Context: an optimization exercise on an open-source flow, tuned for small area, a short achievable clock period and few clock cycles. The choices shown serve that exercise and are no tape-out recipe. The RTL was checked by simulation tests, not by an equivalence proof against the original design. No activity file was given, so power comes from the tool's default toggle rates.

==> job 5470 <==
==> flow/design.v <==
package isa_pkg;
  localparam int OPCODE_W   = 6;
  localparam int FUNCT_W    = 6;
  localparam int REG_ADDR_W = 5;
  localparam int SHAMT_W    = 5;
  localparam int IMM_W      = 16;
  localparam int JIDX_W     = 26;   
  typedef enum logic [OPCODE_W-1:0] {
    OP_RTYPE = 6'h00,
    OP_J     = 6'h02,
    OP_BEQ   = 6'h04,
    OP_BNE   = 6'h05,
    OP_ADDIU = 6'h09,
    OP_SLTI  = 6'h0A,
    OP_ANDI  = 6'h0C,
    OP_ORI   = 6'h0D,
    OP_XORI  = 6'h0E,
    OP_LUI   = 6'h0F,
    OP_LW    = 6'h23,
    OP_SW    = 6'h2B
  } opcode_t;
  typedef enum logic [FUNCT_W-1:0] {
    F_SLL  = 6'h00,
    F_SRL  = 6'h02,
    F_JR   = 6'h08,
    F_ADDU = 6'h21,
    F_SUBU = 6'h23,
    F_AND  = 6'h24,
    F_OR   = 6'h25,
    F_XOR  = 6'h26,
    F_SLT  = 6'h2A
  } funct_t;
endpackage
package cpu_pkg;
  typedef enum logic [2:0] {
    S_FETCH,
    S_DECODE,
    S_EXEC,
    S_MEM,
    S_WB,
    S_HALT
  } state_t;
  typedef enum logic [3:0] {
    A_ADD, A_SUB, A_AND, A_OR, A_XOR, A_SLT, A_SLL, A_SRL, A_LUI
  } alu_op_t;
endpackage
module regfile (
  input  logic        clk,
  input  logic        rst_i,
  input  logic        wen_i,
  input  logic [31:1] sel_1_i, sel_2_i,
  input  logic        sel_x_1_i, sel_x_2_i,
  input  logic [31:0] x_i,
  input  logic [4:0]  addr_3_i,
  input  logic [31:0] write_data_3_i,
  output logic [31:1] valid_o,    
  output logic [31:0] read_data_1_o, read_data_2_o, v0_o
);
  logic [31:0] regs [1:31];
  logic [31:1] valid_q;
  logic [31:1] we;
  always_comb begin
    for (int i = 1; i < 32; i++) we[i] = wen_i && (addr_3_i == 5'(i));
  end
  always_ff @(posedge clk) begin
    for (int i = 1; i < 32; i++) begin
      if (we[i]) regs[i] <= write_data_3_i;
    end
  end
  always_ff @(posedge clk) begin
    if (rst_i) valid_q <= '0;
    else valid_q <= valid_q | we;
  end
  assign valid_o = valid_q | we;
  always_comb begin
    read_data_1_o = {32{sel_x_1_i}} & x_i;
    read_data_2_o = {32{sel_x_2_i}} & x_i;
    for (int i = 1; i < 32; i++) begin
      read_data_1_o = read_data_1_o | ({32{sel_1_i[i]}} & regs[i]);
      read_data_2_o = read_data_2_o | ({32{sel_2_i[i]}} & regs[i]);
    end
  end
  assign v0_o = {32{valid_q[2]}} & regs[2];
endmodule
module alu (
  input  logic [2:0]  sel_i,
  input  logic        sub_i,
  input  logic        shift_i,
  input  logic        shift_right_i,
  input  logic [4:0]  shamt_i,
  input  logic [31:0] a_i, b_i,
  output logic [31:0] sum_o,
  output logic [31:0] result_o
);
  logic [31:0] b_x, shres;
  logic [62:0] fun;
  logic [46:0] f16;
  logic [38:0] f8;
  logic [34:0] f4;
  logic [32:0] f2;
  logic [4:0]  k;
  logic [32:0] sum_c;
  logic        slt;
  assign b_x   = b_i ^ {32{sub_i}};
  assign sum_c = {a_i, 1'b1} + {b_x, sub_i};
  assign sum_o = sum_c[32:1];
  assign slt   = (a_i[31] ^ b_i[31]) ? a_i[31] : sum_o[31];
  assign fun   = shift_right_i ? {31'd0, b_i} : {b_i, 31'd0};
  assign k     = shift_right_i ? shamt_i : ~shamt_i;
  assign f16   = k[4] ? fun[62:16] : fun[46:0];
  assign f8    = k[3] ? f16[46:8]  : f16[38:0];
  assign f4    = k[2] ? f8[38:4]   : f8[34:0];
  assign f2    = k[1] ? f4[34:2]   : f4[32:0];
  assign shres = k[0] ? f2[32:1]   : f2[31:0];
  always_comb begin
    if (shift_i) result_o = shres;
    else begin
      case (sel_i)
        3'b010:  result_o = {31'd0, slt};
        3'b100:  result_o = a_i & b_i;
        3'b101:  result_o = a_i | b_i;
        3'b110:  result_o = a_i ^ b_i;
        default: result_o = sum_o;
      endcase
    end
  end
endmodule
module mips_cpu_bus #(
  parameter logic [31:0] RESET_VECTOR = 32'hBFC00000
) (
  input  logic        clk,
  input  logic        rst_i,
  output logic        active_o,
  output logic [31:0] register_v0_o,
  output logic [31:0] address_o,
  output logic        write_o,
  output logic        read_o,
  input  logic        waitrequest_i,
  output logic [31:0] writedata_o,
  input  logic [31:0] readdata_i
);
  logic        started_q, halted_q, ir_v_q, mem_pend_q, mem_wr_q;
  logic [31:0] ir_q, res_q, wdata_q;
  logic        fa_tgt_q;           
  logic [31:1] sel_1_q, sel_2_q;   
  logic        fwd_1_q, fwd_2_q;   
  logic        w_v_q;              
  logic [4:0]  w_dest_q;
  logic [29:0] pc_q, daddr_q;      
  logic [29:0] tgt_q;              
  logic        jz_q;               
  logic [5:0]  op, fn;
  logic [4:0]  rs, rt, rd, shamt;
  logic [15:0] imm;
  logic        is_mem, is_store, is_imm, is_r, is_lui, is_j, is_br, is_jr, is_shift, is_ctl, writes;
  logic [2:0]  sel;
  logic        sub;
  assign op    = ir_q[31:26];
  assign rs    = ir_q[25:21];
  assign rt    = ir_q[20:16];
  assign rd    = ir_q[15:11];
  assign shamt = ir_q[10:6];
  assign fn    = ir_q[5:0];
  assign imm   = ir_q[15:0];
  assign is_mem   = op[5];
  assign is_store = op[5] & op[3];
  assign is_imm   = ~op[5] & op[3];
  assign is_r     = ~op[5] & ~op[3] & ~op[2] & ~op[1];
  assign is_j     = ~op[5] & ~op[3] & ~op[2] & op[1];
  assign is_br    = ~op[5] & ~op[3] & op[2];
  assign is_jr    = is_r & ~fn[5] & fn[3];
  assign is_shift = is_r & ~fn[5] & ~fn[3];
  assign is_lui   = is_imm & (op[2:0] == 3'b111);
  assign is_ctl   = is_jr | (is_j & jz_q);   
  assign writes   = is_imm | (is_r & ~fn[3]) | (is_r & fn[5]);
  assign sel      = is_r ? fn[2:0] : op[2:0];
  assign sub      = ~op[5] & sel[1] & ~sel[2];
  logic [29:0] fetch_addr, fetch_next;
  logic        go, do_mem, do_exec, do_fetch, stall, adv;
  logic halt_jump;
  assign go       = started_q & ~halted_q;
  assign do_mem   = go & mem_pend_q;
  assign do_exec  = go & ~mem_pend_q & ir_v_q;
  assign do_fetch = go & ~mem_pend_q & ~(ir_v_q & is_ctl);
  assign fetch_addr = fa_tgt_q ? tgt_q : pc_q;
  assign fetch_next = fetch_addr + 30'd1;
  assign read_o      = do_fetch | (do_mem & ~mem_wr_q);
  assign write_o     = do_mem & mem_wr_q;
  assign address_o   = {mem_pend_q ? daddr_q : fetch_addr, 2'b00};
  assign writedata_o = wdata_q;
  assign stall       = waitrequest_i & (read_o | write_o);
  assign adv         = ~stall;
  assign active_o    = ~halted_q;
  logic [31:0] a, b_reg, b, alu_res, sum;
  logic [31:1] rf_valid;
  logic [4:0]  wa;
  assign b     = (b_reg & {32{~is_store}}) | ({32{~is_r}} & {{16{imm[15] & ~op[2]}}, imm});
  assign wa    = is_r ? rd : rt;
  regfile u_regfile (
    .clk(clk), .rst_i(rst_i), .wen_i(w_v_q), .sel_1_i(sel_1_q), .sel_2_i(sel_2_q),
    .sel_x_1_i(fwd_1_q), .sel_x_2_i(fwd_2_q), .x_i(res_q),
    .addr_3_i(w_dest_q), .write_data_3_i(res_q), .valid_o(rf_valid),
    .read_data_1_o(a), .read_data_2_o(b_reg), .v0_o(register_v0_o)
  );
  alu u_alu (
    .sel_i(sel), .sub_i(sub), .shift_i(is_shift | is_lui), .shift_right_i(is_r & fn[1]),
    .shamt_i(is_r ? shamt : 5'd16),
    .a_i(a), .b_i(b), .sum_o(sum), .result_o(alu_res)
  );
  logic [29:0] in_br_target, in_j_target;
  logic        in_j, drop;
  assign in_j         = ~readdata_i[31] & ~readdata_i[29] & ~readdata_i[28] & readdata_i[27];
  assign in_br_target = fetch_next + {{14{readdata_i[15]}}, readdata_i[15:0]};
  assign in_j_target  = {fetch_next[29:26], readdata_i[25:0]};
  assign drop      = ir_v_q & is_br & ~((a == b_reg) ^ op[0]);
  assign halt_jump = (is_j & jz_q) | (is_jr & (a == 32'd0));
  always_ff @(posedge clk) begin
    if (rst_i) begin
      started_q  <= 1'b0;
      halted_q   <= 1'b0;
      ir_v_q     <= 1'b0;
      fa_tgt_q   <= 1'b0;
      mem_pend_q <= 1'b0;
      w_v_q      <= 1'b0;
      pc_q       <= RESET_VECTOR[31:2];
    end else begin
      started_q <= 1'b1;
      if (do_exec & halt_jump) halted_q <= 1'b1;
      if (do_fetch & adv) begin
        ir_v_q   <= ~drop;
        fa_tgt_q <= ~drop & ~readdata_i[31] & ~readdata_i[29] & (readdata_i[28] | readdata_i[27]);
        if (~drop) pc_q <= fetch_next;
      end else if (do_exec & is_jr) begin
        ir_v_q   <= 1'b0;
        fa_tgt_q <= 1'b0;
        pc_q   <= a[31:2];
      end
      if (do_mem & adv) mem_pend_q <= 1'b0;
      else if (do_exec & is_mem & adv) mem_pend_q <= 1'b1;
      if (adv) w_v_q <= (do_exec & writes) | (do_mem & ~mem_wr_q);
    end
  end
  logic fwd_1_in, fwd_2_in, fwd_1_ld, fwd_2_ld;
  assign fwd_1_in = do_exec & writes & (readdata_i[25:21] == wa) & (wa != 5'd0);
  assign fwd_2_in = do_exec & writes & (readdata_i[20:16] == wa) & (wa != 5'd0);
  assign fwd_1_ld = (rs == w_dest_q) & (rs != 5'd0);
  assign fwd_2_ld = (rt == w_dest_q) & (rt != 5'd0);
  always_ff @(posedge clk) begin
    if (do_fetch & adv) begin
      fwd_1_q <= fwd_1_in;
      for (int i = 1; i < 32; i++) begin
        sel_1_q[i] <= (readdata_i[25:21] == 5'(i)) & rf_valid[i] & ~fwd_1_in;
      end
    end else if (do_mem & ~mem_wr_q & adv) begin
      fwd_1_q <= fwd_1_ld;
      if (fwd_1_ld) sel_1_q <= '0;
    end
    if (do_fetch & adv) begin
      fwd_2_q <= in_reads_rt & fwd_2_in;
      for (int i = 1; i < 32; i++) begin
        sel_2_q[i] <= (readdata_i[20:16] == 5'(i)) & in_reads_rt & rf_valid[i] & ~fwd_2_in;
      end
    end else if (do_mem & ~mem_wr_q & adv) begin
      fwd_2_q <= ir_reads_rt & fwd_2_ld;
      if (fwd_2_ld) sel_2_q <= '0;
    end
  end
  logic in_reads_rt, ir_reads_rt;
  assign in_reads_rt = (~readdata_i[31] & ~readdata_i[29] & (readdata_i[28] | ~readdata_i[27]))
                     | (readdata_i[31] & readdata_i[29]);
  assign ir_reads_rt = (~op[5] & ~op[3] & (op[2] | ~op[1])) | (op[5] & op[3]);
  always_ff @(posedge clk) begin
    if (do_fetch & adv) begin
      ir_q  <= readdata_i;
      tgt_q <= in_j ? in_j_target : in_br_target;
      jz_q  <= in_j_target == 30'd0;
    end
    if (do_exec & writes & adv) begin
      res_q    <= alu_res;
      w_dest_q <= wa;
    end else if (do_mem & ~mem_wr_q & adv) begin
      res_q <= readdata_i;
    end
    if (do_exec & is_mem & adv) begin
      daddr_q  <= sum[31:2];
      wdata_q  <= b_reg;
      mem_wr_q <= is_store;
      if (~is_store) w_dest_q <= rt;
    end
  end
endmodule
==> flow/flow/run.sh <==
#!/bin/bash
set -euo pipefail
bash standard.sh SETUP_SLACK_MARGIN=6.5 finish > flow_make.log 2>&1
==> flow/standard.sh <==
#!/bin/bash
# synth_recipe.tcl (not shown) runs the flow's synth.tcl, then flattens the netlist and writes it again
# the make line also repeats each setting of config.mk as NAME=value (left out here)
make -C /OpenROAD-flow-scripts/flow DESIGN_CONFIG=/design/flow/config.mk WORK_HOME=/design/flow/orfs CLKGATE_MAP_FILE= SYNTH_SCRIPT=/design/flow/synth_recipe.tcl "${@:-finish}"
==> flow/config.mk <==
export PLATFORM = sky130hd
export DESIGN_NAME = mips_cpu_bus
export DESIGN_NICKNAME = mips_cpu_bus
export VERILOG_FILES = /design/flow/design.v
export SDC_FILE = /design/flow/constraint.sdc
export NUM_CORES = 4
export LEC_CHECK = 0
export CAP_MARGIN = 40
export CORE_MARGIN = 2
export CORE_UTILIZATION = 30
export PLACE_DENSITY = 0.55
export SLEW_MARGIN = 30
==> flow/constraint.sdc <==
create_clock -name core_clock -period 12.0 [get_ports {clk}]
set_input_delay 2.4000 -clock core_clock [delete_from_list [all_inputs] [get_ports {clk}]]
set_output_delay 2.4000 -clock core_clock [all_outputs]
set_load 0.01 [all_outputs]
==> job 6834 (differences from job 5470) <==
==> flow/flow/run.sh (replaced) <==
#!/bin/bash
set -euo pipefail
bash standard.sh SETUP_SLACK_MARGIN=7 finish > flow_make.log 2>&1
Settings changed: PLACE_DENSITY 0.55 to 0.66.
==> run notes <==
Job 5470 finished clean. Job 6834 ran to the end with no violations. Combinational power: job 5470 is smaller than job 6834 (about 10%). First-iteration DRC count: job 6834 is larger than job 5470 (about 20%). Of job 6834 and job 5470, job 6834 has the higher via count (gap about 7%, measured against job 5470). Of job 5470 and job 6834, job 5470 has the higher clock power (gap about 2%, measured against job 6834).
Testbench counts of job 5470, summed over its fixed seeds: cycles 70,736.
Testbench counts of job 6834, summed over its fixed seeds: cycles 70,736.

==> port drivers added, routing unchanged <==
Ports are ideal in the flow. The routed layouts listed here were re-timed in OpenROAD.
Step 1: set_driving_cell puts a clkbuf_16 on clk and a buf_2 on each other input, an assumption about the parent block.
Step 2 times the ports against the registers' clock, not the clock port: input delays grow and output delays shrink by t, the midpoint of the rising clock arrivals with the driver on.
a / b / c = ideal / step 1 / step 2; a / b = the first two.
| run | t, ns | setup WS [ns] | hold WS [ns] | slew at the worst register clock pin (ns) |
|---|---|---|---|---|
| job 5470 | 0.910 | 6.445 / 6.445 / 5.876 | 0.469 / 0.469 / 0.469 | 0.07 / 0.07 |
| job 6834 | 0.897 | 6.940 / 6.918 / 6.070 | 0.475 / 0.475 / 0.475 | 0.07 / 0.07 |
After both steps every run listed still meets setup and hold. For job 6834, which loses most, drivers alone change the setup slack by -0.022 ns; drivers and shift together by -0.870 ns.
